Context: an optimization exercise on an open-source flow, tuned for small area and a short achievable clock period. The choices shown serve that exercise and are no tape-out recipe.
Function was not checked in any run shown here: the RTL went through the layout flow alone.
Power and IR drop assume default switching activity.

### flow/design.v
package ram_arb_pkg;
    function automatic int calc_id_width(input int num_req);
        calc_id_width = (num_req > 1) ? $clog2(num_req) : 1;
    endfunction
endpackage
module ram_s1p1c #(
    parameter  int WORD_WIDTH = 8,
    parameter  int NROW       = 16,
    parameter  int NCOL       = 16
) (
    input  logic                              clk_i,
    input  logic [NROW-1:0]                   row_rd_i,
    input  logic [NCOL-1:0]                   col_i,
    input  logic [NROW-1:0]                   wrow_n_i,
    input  logic [NCOL-1:0]                   wcol_n_i,
    input  logic [WORD_WIDTH-1:0]             wdata_i,
    output logic [WORD_WIDTH-1:0][NROW/4-1:0] rgrp_o
);
    logic [WORD_WIDTH-1:0] mem_q [NROW][NCOL];
    logic [NCOL-1:0]       wen [NROW];
    for (genvar r = 0; r < NROW; r++) begin : g_wen_row
        for (genvar c = 0; c < NCOL; c++) begin : g_wen_col
            ram_nor2 u_nor (.a_i (wrow_n_i[r]), .b_i (wcol_n_i[c]), .y_o (wen[r][c]));
        end
    end
    always_ff @(posedge clk_i) begin
        for (int r = 0; r < NROW; r++) begin
            for (int c = 0; c < NCOL; c++) begin
                if (wen[r][c]) begin
                    mem_q[r][c] <= wdata_i;
                end
            end
        end
    end
    logic [NROW-1:0] row_n [WORD_WIDTH];
    for (genvar b = 0; b < WORD_WIDTH; b++) begin : g_bit
        for (genvar r = 0; r < NROW; r++) begin : g_row
            logic [NCOL/8-1:0] s;
            for (genvar k = 0; k < NCOL/8; k++) begin : g_ao
                logic [7:0] d;
                for (genvar j = 0; j < 8; j++) begin : g_d
                    assign d[j] = mem_q[r][8*k+j][b];
                end
                ram_ao8 u_ao (.sel_i (col_i[8*k +: 8]), .d_i (d), .y_o (s[k]));
            end
            ram_oai21 u_oai (
                .a1_i (s[0]), .a2_i (s[1]), .b_i (row_rd_i[r]), .y_o (row_n[b][r])
            );
        end
        for (genvar k = 0; k < NROW/4; k++) begin : g_rnand
            ram_nand4 u_nand (
                .a_i (row_n[b][4*k]), .b_i (row_n[b][4*k+1]),
                .c_i (row_n[b][4*k+2]), .d_i (row_n[b][4*k+3]),
                .y_o (rgrp_o[b][k])
            );
        end
    end
endmodule
module ram_ao8 (
    input  logic [7:0] sel_i,
    input  logic [7:0] d_i,
    output logic       y_o
);
    assign y_o = |(sel_i & d_i);
endmodule
module ram_ao4 (
    input  logic [3:0] sel_i,
    input  logic [3:0] d_i,
    output logic       y_o
);
    assign y_o = |(sel_i & d_i);
endmodule
module ram_nor2 (
    input  logic a_i, b_i,
    output logic y_o
);
    assign y_o = !(a_i | b_i);
endmodule
module ram_nand2 (
    input  logic a_i, b_i,
    output logic y_o
);
    assign y_o = !(a_i & b_i);
endmodule
module ram_a21o (
    input  logic a1_i, a2_i, b_i,
    output logic y_o
);
    assign y_o = (a1_i & a2_i) | b_i;
endmodule
module ram_a31o (
    input  logic a1_i, a2_i, a3_i, b_i,
    output logic y_o
);
    assign y_o = (a1_i & a2_i & a3_i) | b_i;
endmodule
module ram_nand4 (
    input  logic a_i, b_i, c_i, d_i,
    output logic y_o
);
    assign y_o = !(a_i & b_i & c_i & d_i);
endmodule
module ram_oai21 (
    input  logic a1_i, a2_i, b_i,
    output logic y_o
);
    assign y_o = !((a1_i | a2_i) & b_i);
endmodule
module ram_s1p1c_arb #(
    parameter  int NUM_REQ    = 4,
    parameter  int WORD_WIDTH = 8,
    parameter  int WORD_COUNT = 256,
    localparam int ADDR_WIDTH = $clog2(WORD_COUNT),
    localparam int ID_WIDTH   = ram_arb_pkg::calc_id_width(NUM_REQ)
) (
    input  logic                                 clk_i,
    input  logic                                 rstn_i,
    input  logic [NUM_REQ-1:0]                   req_valid_i,
    output logic [NUM_REQ-1:0]                   req_ready_o,
    input  logic [NUM_REQ-1:0]                   req_we_i,
    input  logic [NUM_REQ-1:0]                   req_lock_i,
    input  logic [NUM_REQ-1:0][ADDR_WIDTH-1:0]   req_addr_i,
    input  logic [NUM_REQ-1:0][WORD_WIDTH-1:0]   req_data_i,
    output logic [NUM_REQ-1:0]                   rsp_valid_o,
    output logic [ID_WIDTH-1:0]                  rsp_id_o,
    output logic [WORD_WIDTH-1:0]                rsp_data_o
);
    localparam int CB   = ADDR_WIDTH / 2;
    localparam int RB   = ADDR_WIDTH - CB;
    localparam int NCOL = 1 << CB;
    localparam int NROW = 1 << RB;
    logic [NUM_REQ-1:0][NUM_REQ-1:0] blk_q, blk_d;
    logic [NUM_REQ-1:0]    ptr_q;
    logic [NUM_REQ-1:0]    term, term_c, term_w, gnt, gnt_rd;
    logic [NUM_REQ-1:0]    ptr_d, own_d;
    logic                  lock_d;
    logic [NUM_REQ-1:0]                   rd_q;
    logic [ID_WIDTH-1:0]                  rd_id_q, rd_id_d;
    logic [WORD_WIDTH-1:0][NROW/4-1:0]    rgrp_q;
    logic [ID_WIDTH-1:0]                  id_hold_q, id_hold_d, id_hm_q;
    logic [WORD_WIDTH-1:0]                data_hold_q, data_hold_d, data_hm_q;
    logic                                 rd_vld_d;
    logic [NROW-1:0]       x_rd [NUM_REQ];
    logic [NROW-1:0]       x_we [NUM_REQ];
    logic [NCOL-1:0]       x_col [NUM_REQ];
    logic [WORD_WIDTH-1:0] x_dat [NUM_REQ];
    logic [NROW-1:0]       row_rd, row_we;
    logic [NCOL-1:0]       col;
    logic [WORD_WIDTH-1:0] wdata;
    logic [WORD_WIDTH-1:0][NROW/4-1:0] ram_rgrp;
    logic [WORD_WIDTH-1:0] rdata;
    logic [WORD_WIDTH-1:0] data_oth;
    logic [NROW-1:0]       pw_row_n_q;
    logic [NCOL-1:0]       pw_col_n_q;
    logic [WORD_WIDTH-1:0] pw_data_q;
    logic                  hit;
    logic [WORD_WIDTH-1:0] hd_q;
    logic                  nh_q;
    logic [WORD_WIDTH-1:0] rtree;
    logic [ID_WIDTH-1:0]   id_oth;
    for (genvar i = 0; i < NUM_REQ; i++) begin : g_term
        ram_unblk #(.N (NUM_REQ)) u_term (
            .blk_i (blk_q[i]), .valid_i (req_valid_i), .y_o (term[i])
        );
        ram_unblk #(.N (NUM_REQ)) u_term_c (
            .blk_i (blk_q[i]), .valid_i (req_valid_i), .y_o (term_c[i])
        );
        ram_unblk #(.N (NUM_REQ)) u_term_w (
            .blk_i (blk_q[i]), .valid_i (req_valid_i), .y_o (term_w[i])
        );
    end
    ram_grant #(.N (NUM_REQ)) u_gnt_out (
        .rstn_i (rstn_i), .blk_i (blk_q), .valid_i (req_valid_i), .gnt_o (req_ready_o)
    );
    ram_grant #(.N (NUM_REQ)) u_gnt (
        .rstn_i (rstn_i), .blk_i (blk_q), .valid_i (req_valid_i), .gnt_o (gnt)
    );
    assign gnt_rd = gnt & ~req_we_i;
    always_comb begin
        for (int i = 0; i < NUM_REQ; i++) begin
            for (int r = 0; r < NROW; r++) begin
                x_rd[i][r] = rstn_i & req_valid_i[i] & !req_we_i[i] &
                             (req_addr_i[i][ADDR_WIDTH-1:CB] == RB'(r));
                x_we[i][r] = rstn_i & req_valid_i[i] & req_we_i[i] &
                             (req_addr_i[i][ADDR_WIDTH-1:CB] == RB'(r));
            end
            for (int c = 0; c < NCOL; c++) begin
                x_col[i][c] = req_valid_i[i] & (req_addr_i[i][CB-1:0] == CB'(c));
            end
            x_dat[i] = {WORD_WIDTH{req_valid_i[i]}} & req_data_i[i];
        end
    end
    for (genvar r = 0; r < NROW; r++) begin : g_row_sel
        logic [NUM_REQ-1:0] drd, dwe;
        for (genvar i = 0; i < NUM_REQ; i++) begin : g_req
            assign drd[i] = x_rd[i][r];
            assign dwe[i] = x_we[i][r];
        end
        ram_ao4 u_rd (.sel_i (term), .d_i (drd), .y_o (row_rd[r]));
        ram_ao4 u_we (.sel_i (term_w), .d_i (dwe), .y_o (row_we[r]));
    end
    for (genvar c = 0; c < NCOL; c++) begin : g_col_sel
        logic [NUM_REQ-1:0] dc;
        for (genvar i = 0; i < NUM_REQ; i++) begin : g_req
            assign dc[i] = x_col[i][c];
        end
        ram_ao4 u_col (.sel_i (term_c), .d_i (dc), .y_o (col[c]));
    end
    for (genvar b = 0; b < WORD_WIDTH; b++) begin : g_dat_sel
        logic [NUM_REQ-1:0] dd;
        for (genvar i = 0; i < NUM_REQ; i++) begin : g_req
            assign dd[i] = x_dat[i][b];
        end
        ram_ao4 u_dat (.sel_i (term_w), .d_i (dd), .y_o (wdata[b]));
    end
    always_comb begin
        own_d  = gnt & req_lock_i;
        lock_d = |own_d;
        for (int i = 0; i < NUM_REQ; i++) begin
            ptr_d[i] = (|gnt) ? gnt[(i + NUM_REQ - 1) % NUM_REQ] : ptr_q[i];
        end
        for (int i = 0; i < NUM_REQ; i++) begin
            for (int j = 0; j < NUM_REQ; j++) begin
                logic is_before;
                is_before = 1'b0;
                for (int p = 0; p < NUM_REQ; p++) begin
                    if (((j - p + NUM_REQ) % NUM_REQ) < ((i - p + NUM_REQ) % NUM_REQ)) begin
                        is_before = is_before | ptr_d[p];
                    end
                end
                blk_d[i][j] = lock_d ? ((i == j) && !own_d[i]) : is_before;
            end
        end
    end
    always_ff @(posedge clk_i) begin
        if (!rstn_i) begin
            ptr_q <= NUM_REQ'(1);
            for (int i = 0; i < NUM_REQ; i++) begin
                for (int j = 0; j < NUM_REQ; j++) begin
                    blk_q[i][j] <= (j < i);
                end
            end
        end else begin
            ptr_q <= ptr_d;
            blk_q <= blk_d;
        end
    end
    ram_s1p1c #(
        .WORD_WIDTH (WORD_WIDTH),
        .NROW       (NROW),
        .NCOL       (NCOL)
    ) u_ram (
        .clk_i    (clk_i),
        .row_rd_i (row_rd),
        .col_i    (col),
        .wrow_n_i (pw_row_n_q),
        .wcol_n_i (pw_col_n_q),
        .wdata_i  (pw_data_q),
        .rgrp_o   (ram_rgrp)
    );
    assign hit = (|(row_rd & ~pw_row_n_q)) & (|(col & ~pw_col_n_q));
    always_ff @(posedge clk_i) begin
        pw_row_n_q <= ~row_we;
        pw_col_n_q <= ~col;
        pw_data_q  <= wdata;
        hd_q       <= pw_data_q & {WORD_WIDTH{hit}};
        nh_q       <= !hit;
    end
    always_comb begin
        rd_id_d = '0;
        for (int i = 0; i < NUM_REQ; i++) begin
            if (gnt_rd[i]) rd_id_d = rd_id_d | ID_WIDTH'(i);
        end
        rd_vld_d = |gnt_rd;
        data_hold_d = {WORD_WIDTH{rstn_i}} & (rdata | data_hm_q);
        id_hold_d   = {ID_WIDTH{rstn_i}} & (rd_id_q | id_hm_q);
        data_oth = rstn_i ? (hd_q | data_hm_q) : data_hold_q;
        id_oth   = rstn_i ? id_hm_q : id_hold_q;
    end
    for (genvar b = 0; b < WORD_WIDTH; b++) begin : g_rsp_data
        logic n01, n23;
        ram_nor2  u_n01 (.a_i (rgrp_q[b][0]), .b_i (rgrp_q[b][1]), .y_o (n01));
        ram_nor2  u_n23 (.a_i (rgrp_q[b][2]), .b_i (rgrp_q[b][3]), .y_o (n23));
        ram_nand2 u_or  (.a_i (n01), .b_i (n23), .y_o (rtree[b]));
        ram_a31o  u_out (.a1_i (rstn_i), .a2_i (rtree[b]), .a3_i (nh_q), .b_i (data_oth[b]),
                         .y_o (rsp_data_o[b]));
        assign rdata[b] = (rtree[b] & nh_q) | hd_q[b];
    end
    for (genvar k = 0; k < ID_WIDTH; k++) begin : g_rsp_id
        ram_a21o  u_out (.a1_i (rstn_i), .a2_i (rd_id_q[k]), .b_i (id_oth[k]),
                         .y_o (rsp_id_o[k]));
    end
    always_ff @(posedge clk_i) begin
        rd_q        <= gnt_rd;
        rd_id_q     <= rd_id_d;
        rgrp_q      <= ram_rgrp;
        data_hold_q <= data_hold_d;
        id_hold_q   <= id_hold_d;
        data_hm_q   <= data_hold_d & {WORD_WIDTH{!rd_vld_d}};
        id_hm_q     <= id_hold_d & {ID_WIDTH{!rd_vld_d}};
    end
    assign rsp_valid_o = rd_q & {NUM_REQ{rstn_i}};
endmodule
module ram_unblk #(
    parameter int N = 4
) (
    input  logic [N-1:0] blk_i,
    input  logic [N-1:0] valid_i,
    output logic         y_o
);
    assign y_o = !(|(blk_i & valid_i));
endmodule
module ram_grant #(
    parameter int N = 4
) (
    input  logic                  rstn_i,
    input  logic [N-1:0][N-1:0]   blk_i,
    input  logic [N-1:0]          valid_i,
    output logic [N-1:0]          gnt_o
);
    for (genvar i = 0; i < N; i++) begin : g_req
        logic y01, y23;
        ram_aoi22 u_a01 (.a1_i (blk_i[i][0]), .a2_i (valid_i[0]),
                         .b1_i (blk_i[i][1]), .b2_i (valid_i[1]), .y_o (y01));
        ram_aoi22 u_a23 (.a1_i (blk_i[i][2]), .a2_i (valid_i[2]),
                         .b1_i (blk_i[i][3]), .b2_i (valid_i[3]), .y_o (y23));
        ram_and4  u_and (.a_i (rstn_i), .b_i (valid_i[i]), .c_i (y01), .d_i (y23),
                         .y_o (gnt_o[i]));
    end
endmodule
module ram_aoi22 (
    input  logic a1_i, a2_i, b1_i, b2_i,
    output logic y_o
);
    assign y_o = !((a1_i & a2_i) | (b1_i & b2_i));
endmodule
module ram_and4 (
    input  logic a_i, b_i, c_i, d_i,
    output logic y_o
);
    assign y_o = a_i & b_i & c_i & d_i;
endmodule
### flow/flow/run.sh
#!/bin/bash
# Layout flow: the standard flow, with port buffers of a fixed cell type and with
# resizing free to change a cell's footprint.
export BUFFER_PORTS_ARGS="-buffer_cell sky130_fd_sc_hd__buf_4"
bash standard.sh MATCH_CELL_FOOTPRINT=0 finish > standard.log 2>&1
### flow/standard.sh
#!/bin/bash
# synth_recipe.tcl (not shown) runs the flow's synth.tcl, then flattens the netlist and writes it again
# the make line also repeats each setting of config.mk as NAME=value (left out here)
make -C /OpenROAD-flow-scripts/flow DESIGN_CONFIG=/design/flow/config.mk WORK_HOME=/design/flow/orfs CLKGATE_MAP_FILE= SYNTH_SCRIPT=/design/flow/synth_recipe.tcl "${@:-finish}"
### flow/config.mk
export PLATFORM = sky130hd
export DESIGN_NAME = ram_s1p1c_arb
export DESIGN_NICKNAME = ram_s1p1c_arb
export VERILOG_FILES = /design/flow/design.v
export SDC_FILE = /design/flow/constraint.sdc
export NUM_CORES = 4
export LEC_CHECK = 0
export CAP_MARGIN = 20
export CORE_MARGIN = 2
export CORE_UTILIZATION = 60
export CTS_CLUSTER_DIAMETER = 100
export CTS_CLUSTER_SIZE = 26
export PLACE_DENSITY = 0.7
export SETUP_SLACK_MARGIN = 2.0
export SLEW_MARGIN = 20
export SYNTH_HIERARCHICAL = 1
### flow/constraint.sdc
create_clock -name core_clock -period 5.0 [get_ports {clk_i}]
set_input_delay 1.0000 -clock core_clock [delete_from_list [all_inputs] [get_ports {clk_i}]]
set_output_delay 1.0000 -clock core_clock [all_outputs]
set_load 0.01 [all_outputs]
==> results.txt, run 1 <==
Run status
The run finished with no timing, DRC or antenna violations.

STA
The max-slew violation count was 0. The final number of hold-violating endpoints came to 0. Setup repair after global routing could not meet its margin everywhere. The smallest setup slack after layout is 1.92 ns.

At the pin with the least slew margin, the transition time is between 1 and 1.5 ns. The final setup skew is 0.0469 ns. The highest clock frequency the design can meet is between 0.3 and 0.4 GHz.

The time the final worst path needs with I/O delays and setup is 3.08 ns. The worst hold slack across all endpoints is 0.434 ns. The max-slew headroom at the worst pin is roughly 17%.

Setup violations remaining at the end of the flow were counted as 0. The sum of negative setup slack is 0 ns. The final worst-path cycle share is 61.6%.

Route
The first routing iteration left slightly below 9000 violations. The pre-antenna-repair detailed-routing pass consisted of 9 iterations. After detailed routing, the average wire length per cell comes to 34.9 um.

For this block, the via count after detailed routing is 49500. The total DRC errors in the routed layout is 0. Summed over all layers, the routed wires come to 241000 um. The number of routed nets with antenna violations is 0. The via-per-instance ratio is 7.19.

GRT
The total routing usage reported by global routing is 34.0%. The total congestion overflow after global routing is 0. The via count of the first global-routing pass is ~46000. The first global-routing pass estimated 330000 um of wire.

The pin count of the biggest net entering global routing is 220. The initial antenna violation count was 7.

Layout
The number of fill cells in the layout is 8667. The layout overhead on the synthesized area is 11.1%. The top cell types in the final layout, fill and taps aside, are 2048 x edfxtp_1, 1100 x a22oi_1, 462 x nor2_1. The most frequent standard cell in the layout excluding fill and tap cells is edfxtp_1. The proportion of layout cells with a drive suffix above 1 is 11.7%.

The final standard cell count with taps included and fillers excluded is 6887. The final layout contains 5123 nets.

Floorplanning
The floorplan die height is ~370 um. The horizontal extent of the die is 368 um. Row generation in the floorplan step produced 133 rows. The total area inside the core boundary comes to ~0.13 mm2. For this configuration, the core starts out at a cell density of 60.5%. The die covers ~0.14 mm2. The boundary pin count is 96.

Job
The number of maximum-capacitance constraint violations is 0.

Placed design
The half-perimeter wire length after detailed placement is between 100000 and 150000 um. The worst slack at placement is 0.648 ns. The number of port buffers is 95.

The cell count after placement is 6581. At the end of routability-driven placement, the weighted congestion stood at 0.936.

Critical path
The worst setup path is of the in2reg kind. Of all nets on the critical path, the largest fanout is 38. The maximum cell stage delay along the critical path is about 0.35 ns. The critical path goes through clkbuf_8 > a221oi_4 > buf_12 > a22oi_2 > buf_4 > nand2_8 > buf_4 > a22oi_1 > nand4_1 > o21ai_1 > nand4_1. The worst setup path is captured at a flop.

In this run the register-to-register setup slack is 1.92 ns. For the worst setup path, the data required time is 5.61 ns. Data arrives at the worst endpoint at 3.69 ns. Broken down by cell family, the worst path's largest delay share belongs to buffers and inverters. Counting both buffers and inverters, the worst setup path holds a total of 4. Among all stages on the critical path, the largest delay is contributed by clkbuf_8. STA classifies the critical path startpoint as an input pin.

Clock tree
The root buffer cell is clkbuf_16. CTS built an H-tree with a depth of 3. The TritonCTS clock tree is yes. The clock net sink count is roughly 2200. The CTS buffer count is 94.

The number of hold buffers added after CTS was 0. The clock latency of the later-clocked register in the worst-skew pair is roughly 0.76 ns. Counting along the longest clock path gives a buffer depth of 3. The post-CTS clock slew at the launch and capture registers of the worst setup and hold paths is 0.10 ns.

Synth
The share of synthesized area spent on multiplexers is 0.0283%. The number of enable flip-flop cells after synthesis is roughly 2000. The xor/xnor share of the synthesized area is 0%. The synthesized netlist occupies a cell area of 0.0796 mm2. The synthesized-area fraction occupied by adder cells is 0%.

The count of warnings emitted by yosys is 17. The flip-flop cell with the highest count after synthesis is edfxtp_1. The register area share after synthesis is 80.5%.

In the synthesized netlist, the number of instances is roughly 4700. The number of distinct library cell variants in the gate-level netlist after synthesis is 41. After synthesis, the cell types taking the most area are edfxtp_1 77%, a22oi_1 11%, dfxtp_1 3.2%. The flip-flop and latch count after synthesis is roughly 2200. The fraction of synthesized cell area taken by the top area cell type is 77.3%. The complex-gate fraction of the synthesized area is 12.6%. The post-synthesis average cell area is approximately 17 um2. The largest family of logic cells by synthesized area is compound AO/OA/AOI/OAI gates. Counting every net in the synthesized netlist gives 4741. The basic-gate share of the synthesized area counting and, or, nand and nor cells is 6.61%. The async set-or-reset flop fraction in the synthesized netlist is 0%. edfxtp_1 takes more of the synthesized area than any other cell.

Power
The worst-case IR drop observed on VDD is around 380 uV. Summing internal, switching and leakage power gives 0.0334 W. The leakage dissipation is 26.7 nW. Net switching is 24.4% of the power. The internal power of the cells totals 0.0252 W. The power per unit of standard cell area is 378 mW/mm2. Combinational logic is responsible for around a tenth of the overall power.

The clock network accounts for 27.1% of the total power. The net switching power figure is between 0.008 and 0.009 W. The proportion of power drawn by flip-flops and latches is 63.7%.

Worst hold path
The min-delay analysis places its worst path in the category in2reg.
[cells by family after synthesis]
kind of cell    Yosys count
mux                       2
buf+inv                  69
simple gates           1062
compound gates         1355
flops                  2175
[layer usage]
layer	track usage (%)	vias to the layer above	wire (um)
li1	-	20300	-
met4	13.7	2	11300
met1	49.4	25000	88800
met5	0	-	7
met2	50.7	3781	107000
met3	7.57	507	34000
[Yosys cell counts (2+ instances only)]
cell type,count
or3b_2,3
a21oi_1,27
nand2_1,103
nor4_4,2
o21ai_1,128
a31oi_1,2
nand2b_1,46
a22o_1,12
nor4b_1,2
nor3_1,41
a31o_1,8
a221oi_2,12
a22oi_2,16
and2_1,38
o2111ai_1,8
nand3_1,18
and3_1,4
dfxtp_1,127
edfxtp_1,2048
a21o_1,2
or2_2,2
nor4_1,2
buf_1,4
buf_2,6
nor2b_1,11
mux2_2,2
and4_1,8
nand4_1,288
a22oi_1,1138
nor2_1,467
inv_1,41
nand3b_1,6
nor3b_1,10
or3_1,5
nand2b_4,4
clkbuf_1,17
[Yosys stat by module, one instance, submodules excluded, excerpt]
module / times used / cell area (um2) / cells inside / flops+latches
ram_s1p1c_arb: 1 / 5220 / 669 / 127
ram_nand2: 8 / 3.75 / 1 / 0
ram_a21o: 2 / 7.51 / 1 / 0
ram_ao4: 56 / 18.8 / 3 / 0
ram_ao8: 256 / 36.3 / 5 / 0
ram_a31o: 8 / 8.76 / 1 / 0
[path summary, 6_finish.rpt]
check,end,startpoint,cells after the start
min,blk_q[10],req_lock_i[2],2
max,rgrp_q[30],req_valid_i[3],11
max reg2reg,rgrp_q[28],blk_q[0],11
min reg2reg,id_hold_q[0],id_hm_q[0],2
[worst register-to-register path, stage by stage, from the launching register on]
cell	delay, ns
dfxtp_1	0.51
a22o_2	0.29
a221oi_4	0.10
buf_4	0.19
a22oi_2	0.16
buf_4	0.25
buf_4	0.25
nand2_8	0.26
a22oi_1	0.29
nand4_1	0.20
o21ai_4	0.33
nand4_1	0.13
[area by class of cell]
cell class	count	area [um2]	area share, %
Timing Repair Buffer	290	2830	3.20
Clock buffer	167	2650	3.00
Clock inverter	8	98.8	0.112
Inverter	41	154	0.174
Tap cell	1755	2200	2.48
Antenna cell	8	20.0	0.0226
Multi-Input combinational cell	2443	16300	18.5
Sequential cell	2175	64100	72.5
[sequential cells by signal, summed over array words and instances, names as in the netlist]
signal / count
rd_q: 4
u_ram.mem_q: 2048
id_hold_q: 2
nh_q: 1
data_hm_q: 8
pw_data_q: 8
id_hm_q: 2
hd_q: 8
rd_id_q: 2
pw_row_n_q: 16
blk_q: 16
ptr_q: 4
rgrp_q: 32
pw_col_n_q: 16
data_hold_q: 8
[power by group through the flow]
stage	clock network [W]	logic, W	registers (W)
CTS	0.00904	0.00295	0.0212
global placement	0	0.00270	0.0216
global route	0.00962	0.00324	0.0213
detailed placement	0	0.00277	0.0216
finish	0.00903	0.00310	0.0212
floorplan	0	0.00100	0.0219
[repair_timing]
action,4_1_cts,5_1_grt
gates resized for setup,74,45
pin swaps,42,27
buffers inserted,63,31
endpoints found under the setup margin,55,43
cloned,20,9
[through the flow]
| stage | utilization, % | instance area (um2) |
|---|---|---|
| 2_1_floorplan | - | 80000 |
| 3_3_place_gp | 63.7 | 83900 |
| 3_5_place_dp | 63.7 | 83900 |
| 4_1_cts | 66.7 | 87800 |
| 5_1_grt | 67.1 | 88400 |
| 6_report | 67.2 | 88400 |
==> run 2: changes to the inputs <==
--- a/flow/config.mk
+++ b/flow/config.mk
@@ -8,8 +8,8 @@
 export CAP_MARGIN = 20
 export CORE_MARGIN = 2
-export CORE_UTILIZATION = 60
+export CORE_UTILIZATION = 70
 export CTS_CLUSTER_DIAMETER = 100
 export CTS_CLUSTER_SIZE = 26
-export PLACE_DENSITY = 0.7
+export PLACE_DENSITY = 0.78
 export SETUP_SLACK_MARGIN = 2.0
 export SLEW_MARGIN = 20
==> results.txt, run 2 <==
Run status
The run finished with no timing, DRC or antenna violations.

Floorplanning
The core outline area is 0.113 mm2. The area enclosed by the die boundary is approximately 0.12 mm2. During I/O placement, the number of pins put on the boundary was 96. In this run the vertical extent of the chip is between 300 and 400 um. The number of rows in the core area is 123. The starting density of the core is approximately 71%. The die is 341 um wide.

Synth
When the netlist entered floorplanning its net count stood at 4741. In the synthesized netlist the async set-or-reset flop fraction comes to 0%. The count of warnings emitted by yosys is 17. In the post-synthesis netlist, the biggest area contributors are edfxtp_1 77%, a22oi_1 11%, dfxtp_1 3.2%. Synthesis produced 4663 cells. The post-synthesis average cell area is 17.1 um2.

By count the netlist is led by 2048 x edfxtp_1, 1138 x a22oi_1, 467 x nor2_1, 288 x nand4_1, 128 x o21ai_1. The flip-flop and latch count after synthesis is 2175. For this run, the leading register cell type out of synthesis is edfxtp_1. The cell area after synthesis is 0.0796 mm2. Of the post-synthesis cell area, the dominant cell type holds between 70% and 80%. The number of distinct library cell variants in the gate-level netlist after synthesis is 41. The number of enable flip-flop cells after synthesis is 2048. The register area share after synthesis is 80.5%. The cell taking the most area after synthesis is edfxtp_1. The library cell with the highest instance count after synthesis is edfxtp_1.

Critical path
The worst flop-to-flop path endpoint is rgrp_q[3]. The largest individual stage delay along the critical path comes from the cell o21ai_1. The most numerous cell type found on the critical path is buf_12. Data on the critical path arrives at its endpoint at 3.71 ns. The maximum cell stage delay along the critical path is ~0.31 ns. The startpoint identified for the worst register-to-register timing path is blk_q[0]. The worst setup path is launched from an input pin. The data required time at the worst endpoint is between 5 and 6 ns. The critical path endpoint category is a flop.

The critical path goes through buf_12 > a22o_2 > a221oi_4 > buf_12 > buf_4 > a22oi_2 > buf_6 > nand2_8 > buf_12 > a22oi_1 > nand4_1 > o21ai_1 > nand4_1. The worst register-to-register path has a setup slack of 1.93 ns. The top fanout value on the critical path is 40. The depth of the worst register-to-register path is 12. The critical path start-end classification is in2reg.

STA
The final setup skew is ~0.063 ns. The final setup violation count is 0. The max-slew violation count came to 0. In the post-route analysis, the smallest setup slack over all paths is 1.89 ns. The final number of hold-violating endpoints is 0. The worst path uses 62.3% of the clock period. After routing, the total negative slack on setup checks comes to 0 ns.

The worst pin sits at a relative slew slack of 14.7%. Static timing analysis puts the maximum clock frequency at 0.321 GHz. At the pin with the least slew margin, the transition time is 1.28 ns.

After layout, the minimum clock period comes to 3.11 ns. Setup repair after global routing could not meet its margin everywhere.

Power
The leakage dissipation is 26.6 nW. The largest voltage drop on the vdd net is just over 400 uV. The power per unit of standard cell area is between 300 and 400 mW/mm2.

Clock tree
The number of levels in the clock H-tree is 3. The post-CTS clock slew at the launch and capture registers of the worst setup and hold paths is 0.10 ns. The number of clock buffers added by TritonCTS is 93. After clock tree synthesis, the flow added hold-fix buffers numbering 0.

Counting along the longest clock path gives a buffer depth of 3. The clock latency of the later-clocked register in the worst-skew pair is 0.76 ns. The root buffer cell is clkbuf_16. The clock net sink count is 2175. TritonCTS built the clock tree.

GRT
The wire length of the first global-routing pass is between 300000 and 400000 um. After global routing the overflow that remains totals 0. Entering global routing, the biggest net connects 216 pins. The initial antenna violation count is 9.

The via count of the first global-routing pass is about 46000. The fraction of met3 tracks used by global routing is 8.93%. The met2 track demand over resource in global routing is 56.9%. The global-route track usage on met1 is 56.4%. The most congested layer reported by global routing is met2. The total routing usage reported by global routing is 38.7%.

Layout
The most frequent standard cell in the layout excluding fill and tap cells is edfxtp_1. The register name with the most flops is u_ram.mem_q. The flip-flop count of the largest register, all copies and words added is between 2000 and 2500. The layout has about 6000 filler cells. In the final design database the tool counted 5102 nets. In the final layout, the share of cells above drive strength 1 is between 10% and 20%. In the layout the commonest cells are 2048 x edfxtp_1, 1104 x a22oi_1, 460 x nor2_1. The largest registers in the layout are u_ram.mem_q x2048, rgrp_q x32. The area growth from synthesis to layout is 10.7%.

Route
After detailed routing, the total wire length is 237000 um. The total number of vias is 50500. In the routed layout, each cell is associated on average with a via count of roughly 7.6. The mean routed wirelength per cell is 35.7 um. The count of nets left with antenna violations once routing finished came out at 0. For this run, design rule violations remaining after detail routing come to 0.

The total iterations of the first detailed-routing run is 10. For this block, the initial DRC count from the detailed router was 10000.

Placed design
The worst slack at placement is 0.807 ns. The placer congestion estimate is 0.922. During placement, the flow inserted port buffers numbering 95.

Summed over all nets, the half-perimeter wirelength after detailed placement is around 130000 um.

Worst hold path
The capture endpoint of the worst hold path is blk_q[5]. The startpoint of the worst hold path is req_lock_i[1]. The depth of the worst hold-timing path is 2. The tightest min-delay check is of the in2reg type.

Job
The number of maximum-capacitance constraint violations is 0.
[run 2: final cells by class]
class                   instances  area [um2]  area share (%)
inverters                      41         154           0.175
clock buffers                 170        2660            3.02
repair buffers                265        2760            3.13
well taps                    1500        1880            2.13
diodes                         12        30.0          0.0341
multi-input cells            2448       16400            18.6
clock inverters                 5        58.8          0.0668
flip-flops and latches       2175       64100            72.8
[run 2: how the worst max path moves through the flow]
stage | start | end | slack, ns | cells after the start
2_1_floorplan | req_valid_i[0] | nh_q | 1.76 | 8
3_3_place_gp | req_valid_i[0] | rgrp_q[16] | 0.84 | 10
3_5_place_dp | req_valid_i[1] | rgrp_q[16] | 0.81 | 10
4_1_cts | rstn_i | rsp_id_o[0] | 2.00 | 5
5_1_grt | req_valid_i[0] | rgrp_q[30] | 1.95 | 13
6_report | req_valid_i[1] | rgrp_q[3] | 1.89 | 13
[run 2: critical path, delay by kind of cell]
family,cells,cell delay [ns]
buf+inv,5,1.00
compound gates,5,1.14
simple gates,3,0.51
[run 2: report_power, final]
part           internal, W  total [W]  switching, W  leakage, nW
combinational     0.000789    0.00321       0.00242         5.76
clock              0.00366    0.00891       0.00525         1.29
sequential          0.0208     0.0212      0.000371         19.5
[run 2: stage by stage]
step / cells / power (W) / hold WS, ns / util, % / instance area (um2)
final: 6616 / 0.0333 / 0.499 / 78.2 / 88100
after global routing: 6611 / 0.0340 / 0.485 / 78.2 / 88100
after CTS: 6553 / 0.0330 / 0.468 / 77.5 / 87300
after detailed placement: 6309 / 0.0244 / 0.483 / 74.2 / 83600
after global placement: 6309 / 0.0243 / 0.449 / 74.2 / 83600
after floorplan: 4663 / 0.0229 / 0.440 / - / 80000
[run 2: timing repair]
item | in CTS | in global routing
gates cloned | 16 | 20
setup buffers | 53 | 30
gates resized for setup | 72 | 60
endpoints found under the setup margin | 57 | 49
pin swaps | 31 | 32
[run 2: cell families (layout without fill, tap and decap cells)]
kind of cell / count (synthesis) / after routing / synth area share (%)
AOI/OAI and AO/OA: 1355 / 1359 / 12.6
buffers and inverters: 69 / 481 / 0.344
DFF: 2175 / 2175 / 80.5
other: 0 / 12 / 0
muxes: 2 / 2 / 0.0283
and+or+nand+nor: 1062 / 1087 / 6.61
[run 2: layer usage]
| layer | wire, um | up-vias |
|---|---|---|
| met4 | 12500 | 2 |
| met2 | 106000 | 4690 |
| met1 | 80600 | 24900 |
| met5 | 162 | - |
| li1 | - | 20200 |
| met3 | 37600 | 699 |
[run 2: per-module statistics from Yosys (local to each module, per instance), excerpt]
| module | flops+latches | cells | area (um2) |
|---|---|---|---|
| ram_a21o | 0 | 1 | 7.51 |
| ram_a31o | 0 | 1 | 8.76 |
| ram_and4 | 0 | 1 | 8.76 |
| ram_ao4 | 0 | 3 | 18.8 |
| ram_ao8 | 0 | 5 | 36.3 |
| ram_aoi22 | 0 | 1 | 12.5 |
| ram_nand2 | 0 | 1 | 3.75 |
| ram_nand4 | 0 | 1 | 6.26 |
| ram_nor2 | 0 | 1 | 3.75 |
| ram_oai21 | 0 | 1 | 5.00 |
| ram_s1p1c_arb | 127 | 669 | 5220 |
==> run 3: changes to the inputs <==
--- a/flow/design.v
+++ b/flow/design.v
@@ -11,5 +11,5 @@
     input  logic                              clk_i,
     input  logic [NROW-1:0]                   row_rd_i,
-    input  logic [NCOL-1:0]                   col_i,
+    input  logic [1:0][NCOL-1:0]              col_i,
     input  logic [NROW-1:0]                   wrow_n_i,
     input  logic [NCOL-1:0]                   wcol_n_i,
@@ -42,5 +42,5 @@
                     assign d[j] = mem_q[r][8*k+j][b];
                 end
-                ram_ao8 u_ao (.sel_i (col_i[8*k +: 8]), .d_i (d), .y_o (s[k]));
+                ram_ao8 u_ao (.sel_i (col_i[2*b/WORD_WIDTH][8*k +: 8]), .d_i (d), .y_o (s[k]));
             end
             ram_oai21 u_oai (
@@ -132,5 +132,6 @@
     logic [NUM_REQ-1:0][NUM_REQ-1:0] blk_q, blk_d;
     logic [NUM_REQ-1:0]    ptr_q;
-    logic [NUM_REQ-1:0]    term, term_c, term_w, gnt, gnt_rd;
+    logic [NUM_REQ-1:0]    term, term_w, gnt, gnt_rd;
+    logic [1:0][NUM_REQ-1:0] term_c;
     logic [NUM_REQ-1:0]    ptr_d, own_d;
     logic                  lock_d;
@@ -146,5 +147,5 @@
     logic [WORD_WIDTH-1:0] x_dat [NUM_REQ];
     logic [NROW-1:0]       row_rd, row_we;
-    logic [NCOL-1:0]       col;
+    logic [1:0][NCOL-1:0]  col;           
     logic [WORD_WIDTH-1:0] wdata;
     logic [WORD_WIDTH-1:0][NROW/4-1:0] ram_rgrp;
@@ -163,7 +164,9 @@
             .blk_i (blk_q[i]), .valid_i (req_valid_i), .y_o (term[i])
         );
-        ram_unblk #(.N (NUM_REQ)) u_term_c (
-            .blk_i (blk_q[i]), .valid_i (req_valid_i), .y_o (term_c[i])
-        );
+        for (genvar h = 0; h < 2; h++) begin : g_half
+            ram_unblk #(.N (NUM_REQ)) u_term_c (
+                .blk_i (blk_q[i]), .valid_i (req_valid_i), .y_o (term_c[h][i])
+            );
+        end
         ram_unblk #(.N (NUM_REQ)) u_term_w (
             .blk_i (blk_q[i]), .valid_i (req_valid_i), .y_o (term_w[i])
@@ -205,5 +208,7 @@
             assign dc[i] = x_col[i][c];
         end
-        ram_ao4 u_col (.sel_i (term_c), .d_i (dc), .y_o (col[c]));
+        for (genvar h = 0; h < 2; h++) begin : g_half
+            ram_ao4 u_col (.sel_i (term_c[h]), .d_i (dc), .y_o (col[h][c]));
+        end
     end
     for (genvar b = 0; b < WORD_WIDTH; b++) begin : g_dat_sel
@@ -259,8 +264,8 @@
         .rgrp_o   (ram_rgrp)
     );
-    assign hit = (|(row_rd & ~pw_row_n_q)) & (|(col & ~pw_col_n_q));
+    assign hit = (|(row_rd & ~pw_row_n_q)) & (|(col[0] & ~pw_col_n_q));
     always_ff @(posedge clk_i) begin
         pw_row_n_q <= ~row_we;
-        pw_col_n_q <= ~col;
+        pw_col_n_q <= ~col[0];
         pw_data_q  <= wdata;
         hd_q       <= pw_data_q & {WORD_WIDTH{hit}};
--- a/flow/config.mk
+++ b/flow/config.mk
@@ -8,9 +8,9 @@
 export CAP_MARGIN = 20
 export CORE_MARGIN = 2
-export CORE_UTILIZATION = 70
+export CORE_UTILIZATION = 60
 export CTS_CLUSTER_DIAMETER = 100
 export CTS_CLUSTER_SIZE = 26
-export PLACE_DENSITY = 0.78
-export SETUP_SLACK_MARGIN = 2.0
+export PLACE_DENSITY = 0.7
+export SETUP_SLACK_MARGIN = 2.1
 export SLEW_MARGIN = 20
 export SYNTH_HIERARCHICAL = 1
==> results.txt, run 3 <==
Critical path
The signal on the critical path passes through buf_12 > a22o_2 > a221oi_4 > a22oi_1 > nand2_4 > buf_12 > buf_4 > a22oi_1 > nand4_1 > o21ai_1 > nand4_1. The number of buffer and inverter stages on the critical path is 3. The sort of element at the start of the critical path is an input pin.

STA puts the critical path data arrival time at 3.56 ns. The worst setup path is of the in2reg kind. Broken down by cell family, the worst path's largest delay share belongs to compound AO/OA/AOI/OAI gates. The slowest cell on the critical path is o21ai_1. Of all nets on the critical path, the largest fanout is 44.

The worst setup path is captured at a flop. STA puts the critical path data required time at 5.61 ns. The maximum cell stage delay along the critical path is 0.42 ns.

Synth
The register area share after synthesis is 80.1%. Of the post-synthesis cell area, the dominant cell type holds ~77%. edfxtp_1 takes more of the synthesized area than any other cell.

By count the netlist is led by 2048 x edfxtp_1, 1170 x a22oi_1, 467 x nor2_1, 288 x nand4_1, 128 x o21ai_1. Of all flip-flops after synthesis, the portion carrying an async set or reset was 0%. The flip-flop cell with the highest count after synthesis is edfxtp_1. The number of distinct library cell variants in the gate-level netlist after synthesis is 41.

The instance count of the mapped netlist is 4719. The flip-flop and latch count after synthesis is 2175. During synthesis, Yosys emitted a total of 17 warnings. Yosys attributes the largest share of cell area to edfxtp_1 77%, a22oi_1 11%, dfxtp_1 3.2%. The cell area after synthesis is 0.0800 mm2. The number of nets in the synthesized netlist is 4797. The number of enable flip-flop cells after synthesis is 2048.

A synthesized cell averages about 17 um2. Among all cell types in the netlist, the one instantiated most often is edfxtp_1.

Job
Max-cap violations in this run came to 0.

Route
In this run, the number of DRC markers left after iteration 0 of detailed routing was 9426. The via-per-instance ratio is approximately 7.4. The total iterations of the first detailed-routing run is 12. The total number of vias is 51400.

In this run the remaining antenna-violating nets after routing total 0. Dividing the detail-routed wire length by the instance count gives 36.6 um. The total detailed-routing wirelength is 255000 um. After detailed routing, the number of remaining DRC violations is 0.

GRT
Entering global routing, the biggest net connects about 190 pins. The via count of the first global-routing pass is 48300. The total routing usage reported by global routing is 36.8%. Global routing finished with a remaining overflow of 0. The wire length of the first global-routing pass is 354000 um. The initial antenna violation count came to 5.

STA
The tightest hold path in the finished design has a slack of 0.436 ns. The max-slew headroom at the worst pin is 14.9%. The final setup skew is 0.0449 ns. The max-slew violation count is 0.

Setup repair after global routing could not meet its margin everywhere. In the finished design, the share of the clock period the worst path needs comes to 59.0%. For the pin with the worst max-slew slack, the measured transition is between 1 and 1.5 ns.

The final number of hold-violating endpoints is 0. The smallest clock period supported by the final layout is computed as about 3 ns. The sum of negative setup slack is 0 ns. The highest clock frequency the design can meet is 0.339 GHz.

The final setup violation count is 0.

Layout
The area growth from synthesis to layout is 12.3%. The post-layout net count is approximately 5200. The flip-flop count of the largest register, all copies and words added is around 2000.

The most frequent standard cell in the layout excluding fill and tap cells is edfxtp_1. Leaving out fill and tap cells, the most frequent cells in the layout are 2048 x edfxtp_1, 1128 x a22oi_1, 455 x nor2_1. After routing the design area is 0.0898 mm2. u_ram.mem_q holds more flip-flops than any other register.

The largest registers in the layout are u_ram.mem_q x2048, rgrp_q x32. The post-route netlist has 13.1% of its cells at a drive strength greater than 1.

Power
The proportion of power drawn by flip-flops and latches is 62.9%. Combinational logic burns 10.3% of the power. The switching part of the total power is 24.6%. Summed over all nets, the switching power comes to 0.00829 W. The clock network is responsible for 26.7% of the overall power. The largest voltage drop on the vdd net is 387 uV.

The internal power is 0.0253 W. In this run the static leakage power is roughly 27 nW. The power per unit of standard cell area is approximately 370 mW/mm2.

Clock tree
The clock latency of the later-clocked register in the worst-skew pair is roughly 0.76 ns. Clock tree synthesis selected as its root buffer the cell clkbuf_16. Counting along the longest clock path gives a buffer depth of 3. The CTS buffer count is 94.

In this run, post-CTS hold repair placed 0 buffers. Clock-pin slew was measured on the worst setup and hold paths at 0.11 ns. The clock net sink count is about 2200. TritonCTS built the clock tree. The number of levels in the clock H-tree is 3.

Placed design
In this run the cell area measured after placement is 0.0845 mm2. The number of port buffers is between 90 and 100. The placer congestion estimate is 0.915. Once detailed placement completed, the half-perimeter wirelength came to between 100000 and 150000 um.

Worst hold path
The tightest min-delay check is of the in2reg type.

Floorplanning
Measured along the y axis, the die boundary spans 369 um. 96 I/O pins were placed. The number of rows in the core area is 133. The initial utilization of the core area, before any placement, comes to 60.6%. From left edge to right edge, the die measures ~370 um. The floorplan step defined a die boundary enclosing 0.136 mm2. In this run the standard cell core region covers 0.132 mm2.

Run status
The flow ran to the end and the layout has no timing, DRC or antenna violations.
[run 3: cell count changes after synthesis, sizes merged]
cell | previous run | this run
a22oi | 1154 | 1186
nand2 | 103 | 119
a221oi | 12 | 16
a22o | 12 | 16
[run 3: layout make-up]
type	count	area [um2]
clock buffers	160	2620
multi-input cells	2504	17100
repair buffers	337	3570
fillers	8593	42100
inverters	41	158
flip-flops and latches	2175	64100
well taps	1755	2200
clock inverters	6	101
diodes	2	5.00
[run 3: logic make-up after synthesis]
logic type,after synthesis,share of synthesized area [%]
buffers and inverters,69,0.343
AO/OA/AOI/OAI,1395,12.9
flip-flops,2175,80.1
AND/OR/NAND/NOR,1078,6.65
multiplexers,2,0.0282
[run 3: stage by stage]
| stage | total power, W | utilization (%) | instances | setup WS [ns] |
|---|---|---|---|---|
| 3_5_place_dp | 0.0245 | 64.0 | 6651 | 0.746 |
| 4_1_cts | 0.0334 | 67.5 | 6939 | 2.10 |
| 6_report | 0.0336 | 68.1 | 6980 | 2.05 |
| 5_1_grt | 0.0344 | 68.1 | 6978 | 2.02 |
| 2_1_floorplan | 0.0229 | - | 4719 | 1.93 |
| 3_3_place_gp | 0.0245 | 64.0 | 6650 | 0.817 |
[run 3: layer usage]
layer / share of wire, % / track usage (%)
met3: 14 / 10.6
met5: 0.0082 / 0
met4: 6.1 / 18.1
met2: 45 / 55.0
met1: 35 / 50.2
[run 3: final timing paths]
check / startpoint / end / slack (ns) / cells after the start
worst max-delay path: req_valid_i[1] / rgrp_q[16] / 2.05 / 11
worst min-delay path: req_lock_i[2] / blk_q[10] / 0.44 / 2
worst max register to register: blk_q[8] / rgrp_q[7] / 2.09 / 11
worst min register to register: rd_id_q[1] / id_hold_q[1] / 0.50 / 2
[run 3: repair_timing]
| action | CTS | global route |
|---|---|---|
| setup endpoints to repair | 60 | 48 |
| cloned | 27 | 8 |
| buffers inserted | 95 | 27 |
| endpoints found under the hold margin | 0 | 0 |
| resized for setup | 122 | 70 |
| pin swaps | 51 | 25 |
[run 3: power groups by stage]
stage | Clock [W] | Combinational [W] | Sequential (W)
5_1_grt | 0.00961 | 0.00360 | 0.0212
3_5_place_dp | 0 | 0.00297 | 0.0216
6_report | 0.00899 | 0.00348 | 0.0212
3_3_place_gp | 0 | 0.00290 | 0.0216
2_1_floorplan | 0 | 0.00104 | 0.0219
4_1_cts | 0.00903 | 0.00322 | 0.0212
[run 3: Yosys stat by module, one instance, submodules excluded, excerpt]
module / area [um2] / copies in the design / cells
ram_a21o: 7.51 / 2 / 1
ram_nand4: 6.26 / 32 / 1
ram_oai21: 5.00 / 128 / 1
ram_s1p1c_arb: 5220 / 1 / 669
ram_nor2: 3.75 / 272 / 1
ram_a31o: 8.76 / 8 / 1
ram_ao4: 18.8 / 72 / 3
ram_ao8: 36.3 / 256 / 5
ram_aoi22: 12.5 / 16 / 1
ram_nand2: 3.75 / 8 / 1
ram_and4: 8.76 / 8 / 1
==> run 4: changes to the inputs <==
--- a/flow/design.v
+++ b/flow/design.v
@@ -132,6 +132,5 @@
     logic [NUM_REQ-1:0][NUM_REQ-1:0] blk_q, blk_d;
     logic [NUM_REQ-1:0]    ptr_q;
-    logic [NUM_REQ-1:0]    term, term_w, gnt, gnt_rd;
-    logic [1:0][NUM_REQ-1:0] term_c;
+    logic [NUM_REQ-1:0]    term_w, gnt, gnt_rd;
     logic [NUM_REQ-1:0]    ptr_d, own_d;
     logic                  lock_d;
@@ -161,16 +160,20 @@
     logic [ID_WIDTH-1:0]   id_oth;
     for (genvar i = 0; i < NUM_REQ; i++) begin : g_term
-        ram_unblk #(.N (NUM_REQ)) u_term (
-            .blk_i (blk_q[i]), .valid_i (req_valid_i), .y_o (term[i])
-        );
-        for (genvar h = 0; h < 2; h++) begin : g_half
-            ram_unblk #(.N (NUM_REQ)) u_term_c (
-                .blk_i (blk_q[i]), .valid_i (req_valid_i), .y_o (term_c[h][i])
-            );
-        end
         ram_unblk #(.N (NUM_REQ)) u_term_w (
             .blk_i (blk_q[i]), .valid_i (req_valid_i), .y_o (term_w[i])
         );
     end
+    logic [2:0][NUM_REQ-1:0][1:0] ub;
+    for (genvar g = 0; g < 3; g++) begin : g_ub
+        for (genvar i = 0; i < NUM_REQ; i++) begin : g_req
+            for (genvar k = 0; k < 2; k++) begin : g_half
+                ram_aoi22 u_aoi (
+                    .a1_i (blk_q[i][2*k]),   .a2_i (req_valid_i[2*k]),
+                    .b1_i (blk_q[i][2*k+1]), .b2_i (req_valid_i[2*k+1]),
+                    .y_o  (ub[g][i][k])
+                );
+            end
+        end
+    end
     ram_grant #(.N (NUM_REQ)) u_gnt_out (
         .rstn_i (rstn_i), .blk_i (blk_q), .valid_i (req_valid_i), .gnt_o (req_ready_o)
@@ -195,19 +198,23 @@
     end
     for (genvar r = 0; r < NROW; r++) begin : g_row_sel
-        logic [NUM_REQ-1:0] drd, dwe;
+        logic [NUM_REQ-1:0] drd, dwe, t_n;
         for (genvar i = 0; i < NUM_REQ; i++) begin : g_req
             assign drd[i] = x_rd[i][r];
             assign dwe[i] = x_we[i][r];
+            ram_nand3 u_t (.a_i (drd[i]), .b_i (ub[0][i][0]), .c_i (ub[0][i][1]), .y_o (t_n[i]));
         end
-        ram_ao4 u_rd (.sel_i (term), .d_i (drd), .y_o (row_rd[r]));
+        ram_nand4 u_rd (.a_i (t_n[0]), .b_i (t_n[1]), .c_i (t_n[2]), .d_i (t_n[3]),
+                        .y_o (row_rd[r]));
         ram_ao4 u_we (.sel_i (term_w), .d_i (dwe), .y_o (row_we[r]));
     end
     for (genvar c = 0; c < NCOL; c++) begin : g_col_sel
-        logic [NUM_REQ-1:0] dc;
-        for (genvar i = 0; i < NUM_REQ; i++) begin : g_req
-            assign dc[i] = x_col[i][c];
-        end
         for (genvar h = 0; h < 2; h++) begin : g_half
-            ram_ao4 u_col (.sel_i (term_c[h]), .d_i (dc), .y_o (col[h][c]));
+            logic [NUM_REQ-1:0] t_n;
+            for (genvar i = 0; i < NUM_REQ; i++) begin : g_req
+                ram_nand3 u_t (.a_i (x_col[i][c]), .b_i (ub[1+h][i][0]), .c_i (ub[1+h][i][1]),
+                               .y_o (t_n[i]));
+            end
+            ram_nand4 u_col (.a_i (t_n[0]), .b_i (t_n[1]), .c_i (t_n[2]), .d_i (t_n[3]),
+                             .y_o (col[h][c]));
         end
     end
@@ -340,4 +347,10 @@
     assign y_o = !((a1_i & a2_i) | (b1_i & b2_i));
 endmodule
+module ram_nand3 (
+    input  logic a_i, b_i, c_i,
+    output logic y_o
+);
+    assign y_o = !(a_i & b_i & c_i);
+endmodule
 module ram_and4 (
     input  logic a_i, b_i, c_i, d_i,
==> results.txt, run 4 <==
Power
VDD sags by at most around 370 uV. In this run the static leakage power is 26.3 nW. Overall power consumption after layout is estimated at 0.0334 W. Dividing total power by cell area gives a power density of 380 mW/mm2.

Layout
The largest registers in the layout are u_ram.mem_q x2048, rgrp_q x32. The finished layout holds 6957 standard cells, fillers aside. The top cell types in the final layout, fill and taps aside, are 2048 x edfxtp_1, 1074 x a22oi_1, 451 x nor2_1. The post-layout net count is 5199.

The library cell used most frequently in the layout, excluding fill and tap cells, is edfxtp_1. The proportion of layout cells with a drive suffix above 1 is between 8 and 9%. The antenna diode count is 0.

Counting the fill cells in the layout gives 9060. The layout overhead on the synthesized area is 9.48%. The flip-flop count of the largest register, all copies and words added is between 2000 and 2500. The register name with the most flops is u_ram.mem_q. For this run, the share of the core covered by cells in the final layout is about two thirds.

STA
The final number of hold-violating endpoints is 0. The smallest clock period supported by the final layout is computed as 2.90 ns. The max-slew violation count came to 0.

Setup repair after global routing could not meet its margin everywhere. The final setup violation count is 0. The highest clock frequency the design can meet is 0.345 GHz. The final worst-path cycle share is 58.0%.

The max-slew headroom at the worst pin is 21.0%. The smallest setup slack after layout is 2.10 ns. For the pin with the worst max-slew slack, the measured transition is 1.18 ns. The sum of negative setup slack is 0 ns. The final setup skew is 0.0469 ns.

Clock tree
The clock latency of the later-clocked register in the worst-skew pair is around 0.76 ns. After clock tree synthesis, the clock-pin slew on the worst setup and hold paths is approximately 0.09 ns. The clock net sink count is 2175. The CTS buffer count is 96.

The number of buffers between clock root and the deepest sink is 3. The number of levels in the clock H-tree is 3. TritonCTS built the clock tree. The hold buffer count at cts is 0.

The root buffer cell is clkbuf_16.

Synth
The synthesized design contains 2048 enable-type register cells. The register area share after synthesis is between 70% and 80%. The async set-or-reset flop fraction in the synthesized netlist is 0%.

The cell taking the most area after synthesis is edfxtp_1. The cell area after synthesis is about 0.08 mm2. After synthesis the netlist holds a flip-flop and latch count of 2175. The synthesized design devotes to its leading area cell type 76.5% of total area.

Dividing the synthesized area by the synthesized cell count gives 16.7 um2. Synthesis produced a netlist with a net count of 4893. Yosys attributes the largest share of cell area to edfxtp_1 77%, a22oi_1 10%, dfxtp_1 3.2%. In the synthesized netlist, the number of instances is around 4800. The Yosys step of the flow raised 21 warnings. The most used flip-flop cell after synthesis is edfxtp_1. The library cell with the highest instance count after synthesis is edfxtp_1. In this run, distinct cell masters in the synthesized netlist total between 40 and 50.

By count the netlist is led by 2048 x edfxtp_1, 1074 x a22oi_1, 467 x nor2_1, 336 x nand4_1, 210 x nand3_1.

Critical path
The worst setup path is launched from an input pin. The critical path start-end classification is in2reg. At the worst endpoint, the required time is 5.69 ns. At the worst endpoint, the arrival time is between 3 and 4 ns.

The top fanout value on the critical path is 64. The critical path endpoint category is a flop.

Placed design
The number of port buffers is 95. After legalization and detailed placement, the total HPWL measured 141000 um. The placer congestion estimate is 0.928.

The worst slack at placement is 0.574 ns. The cell count after placement is 6765.

GRT
The wire length of the first global-routing pass is 333000 um. The initial antenna violation count was 4. The total congestion overflow after global routing is 0. The via count of the first global-routing pass is between 40000 and 50000. The pin count of the biggest net entering global routing is 199. Across every metal layer, demand over resource in global routing totals 34.0%.

Floorplanning
The initial utilization of the core area, before any placement, comes to between 60% and 70%. The core outline area is about 0.13 mm2. The floorplan step defined a die boundary enclosing 0.137 mm2. The number of rows in the core area is roughly 130. From bottom edge to top edge, the die measures around 370 um. From left edge to right edge, the die measures 370 um. The boundary pin count is 96.

Worst hold path
The path category of the worst min-delay check is in2reg.

Route
The total DRC errors in the routed layout is 0. Dividing the detail-routed via count by the number of cells gives 7.17. The first TritonRoute pass finished after 6 iterations. For this block, the initial DRC count from the detailed router was 8572. The total number of vias is 49900. The count of nets left with antenna violations once routing finished came out at 0. The mean routed wirelength per cell is 33.9 um. The total detailed-routing wirelength is 236000 um.

Run status
The run finished with no timing, DRC or antenna violations.

Job
Across the run, the number of max-cap violations was 0.
==> run 4: final timing paths <==
check / startpoint / end / slack [ns] / cells after the start
max: req_valid_i[0] / rgrp_q[28] / 2.10 / 10
min: req_lock_i[0] / blk_q[0] / 0.46 / 2
max reg2reg: blk_q[10] / rgrp_q[24] / 2.13 / 8
min reg2reg: rd_id_q[1] / id_hold_q[1] / 0.49 / 2
==> run 4: critical path: stages <==
cell	delay [ns]
clkbuf_8	0.30
or3b_4	0.47
nor3_2	0.23
nand3_1	0.14
nand4_1	0.16
buf_12	0.37
a22oi_1	0.18
nand4_1	0.18
o21ai_1	0.23
nand4_1	0.16
==> run 4: modules after synthesis, one instance, submodules excluded, excerpt <==
| module | copies in the design | flops+latches | cells | area (um2) |
|---|---|---|---|---|
| ram_nand4 | 80 | 0 | 1 | 6.26 |
| ram_a31o | 8 | 0 | 1 | 8.76 |
| ram_a21o | 2 | 0 | 1 | 7.51 |
| ram_s1p1c_arb | 1 | 127 | 669 | 5220 |
| ram_nand2 | 8 | 0 | 1 | 3.75 |
| ram_nor2 | 272 | 0 | 1 | 3.75 |
| ram_ao8 | 256 | 0 | 5 | 36.3 |
| ram_nand3 | 192 | 0 | 1 | 5.00 |
| ram_aoi22 | 40 | 0 | 1 | 12.5 |
| ram_ao4 | 24 | 0 | 3 | 18.8 |
==> run 4: final cells by class <==
cell class	instances	area (um2)	area share [%]
flip-flops and latches	2175	64100	72.8
multi-input cells	2572	16300	18.5
clock buffers	157	2670	3.04
repair buffers	235	2420	2.75
well taps	1768	2210	2.51
clock inverters	9	181	0.206
inverters	41	158	0.179
==> run 4: metal layers <==
layer | vias up | routed length, um | GRT usage [%]
li1 | 20700 | - | -
met1 | 25400 | 87400 | 47.8
met2 | 3401 | 110000 | 53.1
met3 | 466 | 28100 | 6.90
met4 | 2 | 10400 | 13.1
met5 | - | 12 | 0
==> run 4: through the flow <==
step / hold WS [ns] / area (um2)
4_1_cts: 0.425 / 87800
3_3_place_gp: 0.455 / 84600
2_1_floorplan: 0.440 / 80400
3_5_place_dp: 0.464 / 84600
5_1_grt: 0.445 / 88000
6_report: 0.458 / 88000
==> run 4: repair_timing <==
item | 4_1_cts | 5_1_grt
resized for setup | 54 | 19
pin swaps | 9 | 7
setup endpoints to repair | 55 | 42
cloned | 1 | 2
buffers inserted | 16 | 7
==> run 4: kinds of logic after synthesis <==
kind of cell / synth area share (%)
DFF: 79.7
AOI/OAI and AO/OA: 12.0
and+or+nand+nor: 7.96
buffers and inverters: 0.341
muxes: 0.0280
==> run 4: report_power, final <==
part,internal (W),switching (W)
clock,0.00377,0.00542
combinational,0.000719,0.00232
sequential,0.0208,0.000359
total,0.0253,0.00810
==> run 5: changes to the inputs <==
--- a/flow/config.mk
+++ b/flow/config.mk
@@ -12,5 +12,5 @@
 export CTS_CLUSTER_SIZE = 26
 export PLACE_DENSITY = 0.7
-export SETUP_SLACK_MARGIN = 2.1
+export SETUP_SLACK_MARGIN = 2.25
 export SLEW_MARGIN = 20
 export SYNTH_HIERARCHICAL = 1
==> results.txt, run 5 <==
Run status
The run finished with no timing, DRC or antenna violations.

Route
The first detailed-routing pass ran for 6 iterations. In this run the remaining antenna-violating nets after routing total 0. The total detailed-routing wirelength is about 240000 um. After detailed routing, the average wire length per cell comes to 34.8 um.

Signal routing reaches up to met5. In the routed layout, each cell is associated on average with a via count of a little over 7. The total number of vias is 50900. Summed over all nets, wire length on met3 after detailed routing comes to between 30000 and 40000 um. The routed wire length on met2 is 113000 um.

In the routed design, unresolved DRC markers number 0. The first routing iteration left 8669 violations. In the final routing, the length of wire on met1 measures 88000 um.

Power
Power spread over the standard cell area amounts to ~380 mW/mm2. The overall power is roughly 0.033 W. VDD sags by at most 292 uV. The leakage dissipation is about 27 nW.

Floorplanning
The floorplan die height is ~370 um. The initialized floorplan defines 134 standard-cell rows. 96 I/O pins were placed. The total area inside the core boundary comes to 0.133 mm2. The area enclosed by the die boundary is 0.137 mm2.

The starting density of the core is roughly three fifths. The die is between 300 and 400 um wide.

Critical path
The dominant delay contributor by cell family on the critical path is buffers and inverters. Walking the worst path, the cells encountered are buf_16 > buf_12 > mux2_4 > a21o_1 > buf_6. The critical path start-end classification is in2out. The number of buffer and inverter stages on the critical path is 3. The sort of element at the start of the critical path is an input pin. The slowest cell on the critical path is mux2_4.

The data arrival time of the worst path is 1.90 ns. In this run the worst path has a maximum fanout of 8. The worst setup path is captured at an output port.

The data required time at the worst endpoint is 4.00 ns. The maximum cell stage delay along the critical path is 0.29 ns.

STA
Setup repair after global routing could not meet its margin everywhere. The max-slew headroom at the worst pin is around 18%. The max-slew violation count is 0. The final number of hold-violating endpoints is 0. The highest clock frequency the design can meet is 0.344 GHz. Between clock sinks in the finished design, the worst skew comes to 0.0261 ns. Setup total negative slack on the finished layout was measured at 0 ns. Dividing the final minimum period by the clock period gives roughly three fifths.

The time the final worst path needs with I/O delays and setup is 2.90 ns. Setup violations remaining at the end of the flow were counted as 0. For the pin with the worst max-slew slack, the measured transition is between 1 and 1.5 ns.

Clock tree
The post-CTS clock slew at the launch and capture registers of the worst setup and hold paths is around 0.1 ns. The clock net sink count is around 2200. At the later pin of the worst-skew pair, clock insertion delay measures 0.77 ns. TritonCTS built the clock tree.

The H-tree was split into 3 levels. The root buffer cell is clkbuf_16. The CTS buffer count is 94. The number of buffers between clock root and the deepest sink is 3.

Synth
Each instance of the synthesized netlist takes up on average 16.7 um2. In the synthesized netlist the dominant register cell turns out to be edfxtp_1. The synthesized design contains 2048 enable-type register cells.

Ranked by instance count, the synthesized netlist is headed by 2048 x edfxtp_1, 1074 x a22oi_1, 467 x nor2_1, 336 x nand4_1, 210 x nand3_1. Counting flops with an async set or reset pin after synthesis yields a share of 0%. The number of distinct library cell variants in the gate-level netlist after synthesis is 41.

The register area share after synthesis is 79.7%. The synthesized design spends more area on one cell type than any other, namely edfxtp_1. In the post-synthesis netlist, the cell with the most instances is edfxtp_1. The fraction of synthesized cell area taken by the top area cell type is 76.5%.

The post-synthesis net count is a little under 5000. After synthesis, the cell types taking the most area are edfxtp_1 77%, a22oi_1 10%, dfxtp_1 3.2%. Summing every instance area after synthesis gives approximately 0.080 mm2. For this run, the number of Yosys warnings is 21. The flip-flop and latch count after synthesis is about 2200.

Synthesis produced 4815 cells.

Placed design
The number of port buffers is 95. The placer congestion estimate is 0.944. After legalization and detailed placement, the total HPWL measured between 100000 and 150000 um.

GRT
In the global route stage, overall resource usage came out at roughly a third. The total congestion overflow after global routing is 0. The initial antenna violation count came to 6. The via count of the first global-routing pass is 47500. The wire length of the first global-routing pass is 340000 um.

The pin count of the biggest net entering global routing is 222.

Layout
u_ram.mem_q holds more flip-flops than any other register. In the layout the commonest cells are 2048 x edfxtp_1, 1074 x a22oi_1, 442 x nor2_1. The register with the most flip-flops in the layout has 2048 of them. The largest registers in the layout are u_ram.mem_q x2048, rgrp_q x32.

The proportion of layout cells with a drive suffix above 1 is 11.0%. Relative to the synthesized area, the layout overhead comes to 10.7%. The library cell used most frequently in the layout, excluding fill and tap cells, is edfxtp_1. The post-layout net count is around 5300.

Worst hold path
The path category of the worst min-delay check is in2reg.

Job
Max-cap violations in this run came to 0.
## run 5: final timing paths
check | start | endpoint | slack [ns] | depth (start not counted)
hold / removal | req_lock_i[3] | blk_q[15] | 0.41 | 2
hold reg to reg | id_hm_q[0] | id_hold_q[0] | 0.50 | 2
setup / recovery | rstn_i | rsp_id_o[1] | 2.10 | 5
setup reg to reg | blk_q[4] | rgrp_q[3] | 2.22 | 9
## run 5: cell families (layout without fill, tap and decap cells)
kind of cell	count (synthesis)	in the layout	synth area share, %
other	0	2	0
muxes	2	2	0.0280
buffers and inverters	69	502	0.341
and+or+nand+nor	1270	1271	7.96
DFF	2175	2175	79.7
AOI/OAI and AO/OA	1299	1301	12.0
## run 5: cell type report
type | count | area, um2
Sequential cell | 2175 | 64200
Fill cell | 9014 | 44200
Multi-Input combinational cell | 2574 | 16500
Timing Repair Buffer | 294 | 3230
Clock buffer | 157 | 2590
Tap cell | 1768 | 2210
Inverter | 41 | 154
Clock inverter | 10 | 131
Antenna cell | 2 | 5.00
## run 5: Yosys stat by module, one instance, submodules excluded, excerpt
module,times used,cell area [um2],flops+latches
ram_a31o,8,8.76,0
ram_and4,8,8.76,0
ram_aoi22,40,12.5,0
ram_nand4,80,6.26,0
ram_nor2,272,3.75,0
ram_s1p1c_arb,1,5220,127
## run 5: per-stage QoR
step,area [um2],instances,setup WS [ns],util (%),hold slack [ns]
finish,88900,7021,2.10,66.8,0.406
global route,88900,7019,2.10,66.8,0.383
CTS,88300,6985,2.11,66.3,0.371
detailed placement,84500,6753,0.956,63.5,0.478
global placement,84500,6753,0.960,63.5,0.450
floorplan,80400,4815,0.964,-,0.440
## run 5: power breakdown
part	leakage [nW]	total, W	switching, W	internal (W)
Clock	1.30	0.00901	0.00539	0.00363
Sequential	19.6	0.0212	0.000382	0.0208
Combinational	5.88	0.00324	0.00242	0.000824
Total	26.7	0.0334	0.00818	0.0253
## run 5: repair_timing
| action | 4_1_cts | 5_1_grt |
|---|---|---|
| pin swaps | 37 | 29 |
| hold endpoints to repair | 0 | 0 |
| endpoints found under the setup margin | 59 | 56 |
| setup buffers | 57 | 27 |
| gates cloned | 8 | 7 |
| hold buffers | 0 | 0 |
| gates resized for setup | 129 | 74 |
## run 5: metal layers
metal / global-route usage [%] / vias to the layer above
met4: 15.3 / 4
met1: 48.3 / 25700
met3: 7.01 / 601
met5: 0 / -
li1: - / 20800
met2: 54.4 / 3815

[static timing again, ports no longer ideal]
Ports are ideal in the flow. The routed layouts listed here were re-timed in OpenROAD.
Step 1, drivers: a clkbuf_16 drives clk_i and a buf_2 each remaining input, both assumed.
Step 2, shift: input delay + t, output delay - t, t = (earliest + latest rising clock arrival at the registers) / 2. This alone moves slack from input paths to output paths.
a / b / c = ideal / step 1 / step 2; a / b = the first two.
run	t, ns	setup WS [ns]	latest minus earliest clock arrival (ns)	slew at the worst register clock pin (ns)	worst data-port slew with drivers (ns)
run 1	0.810	1.922 / 1.739 / 1.106	0.048 / 0.048	0.11 / 0.11	0.30
run 2	0.809	1.885 / 1.798 / 1.083	0.070 / 0.070	0.11 / 0.11	0.23
run 3	0.817	2.048 / 1.946 / 1.243	0.049 / 0.049	0.11 / 0.11	0.17
run 4	0.821	2.101 / 1.921 / 1.326	0.047 / 0.047	0.11 / 0.11	0.21
run 5	0.835	2.096 / 2.014 / 1.384	0.030 / 0.030	0.11 / 0.11	0.13
After both steps every run listed still meets setup and hold. The setup slack of run 1, which loses most, moves by -0.183 ns with the drivers and by -0.816 ns with both steps.
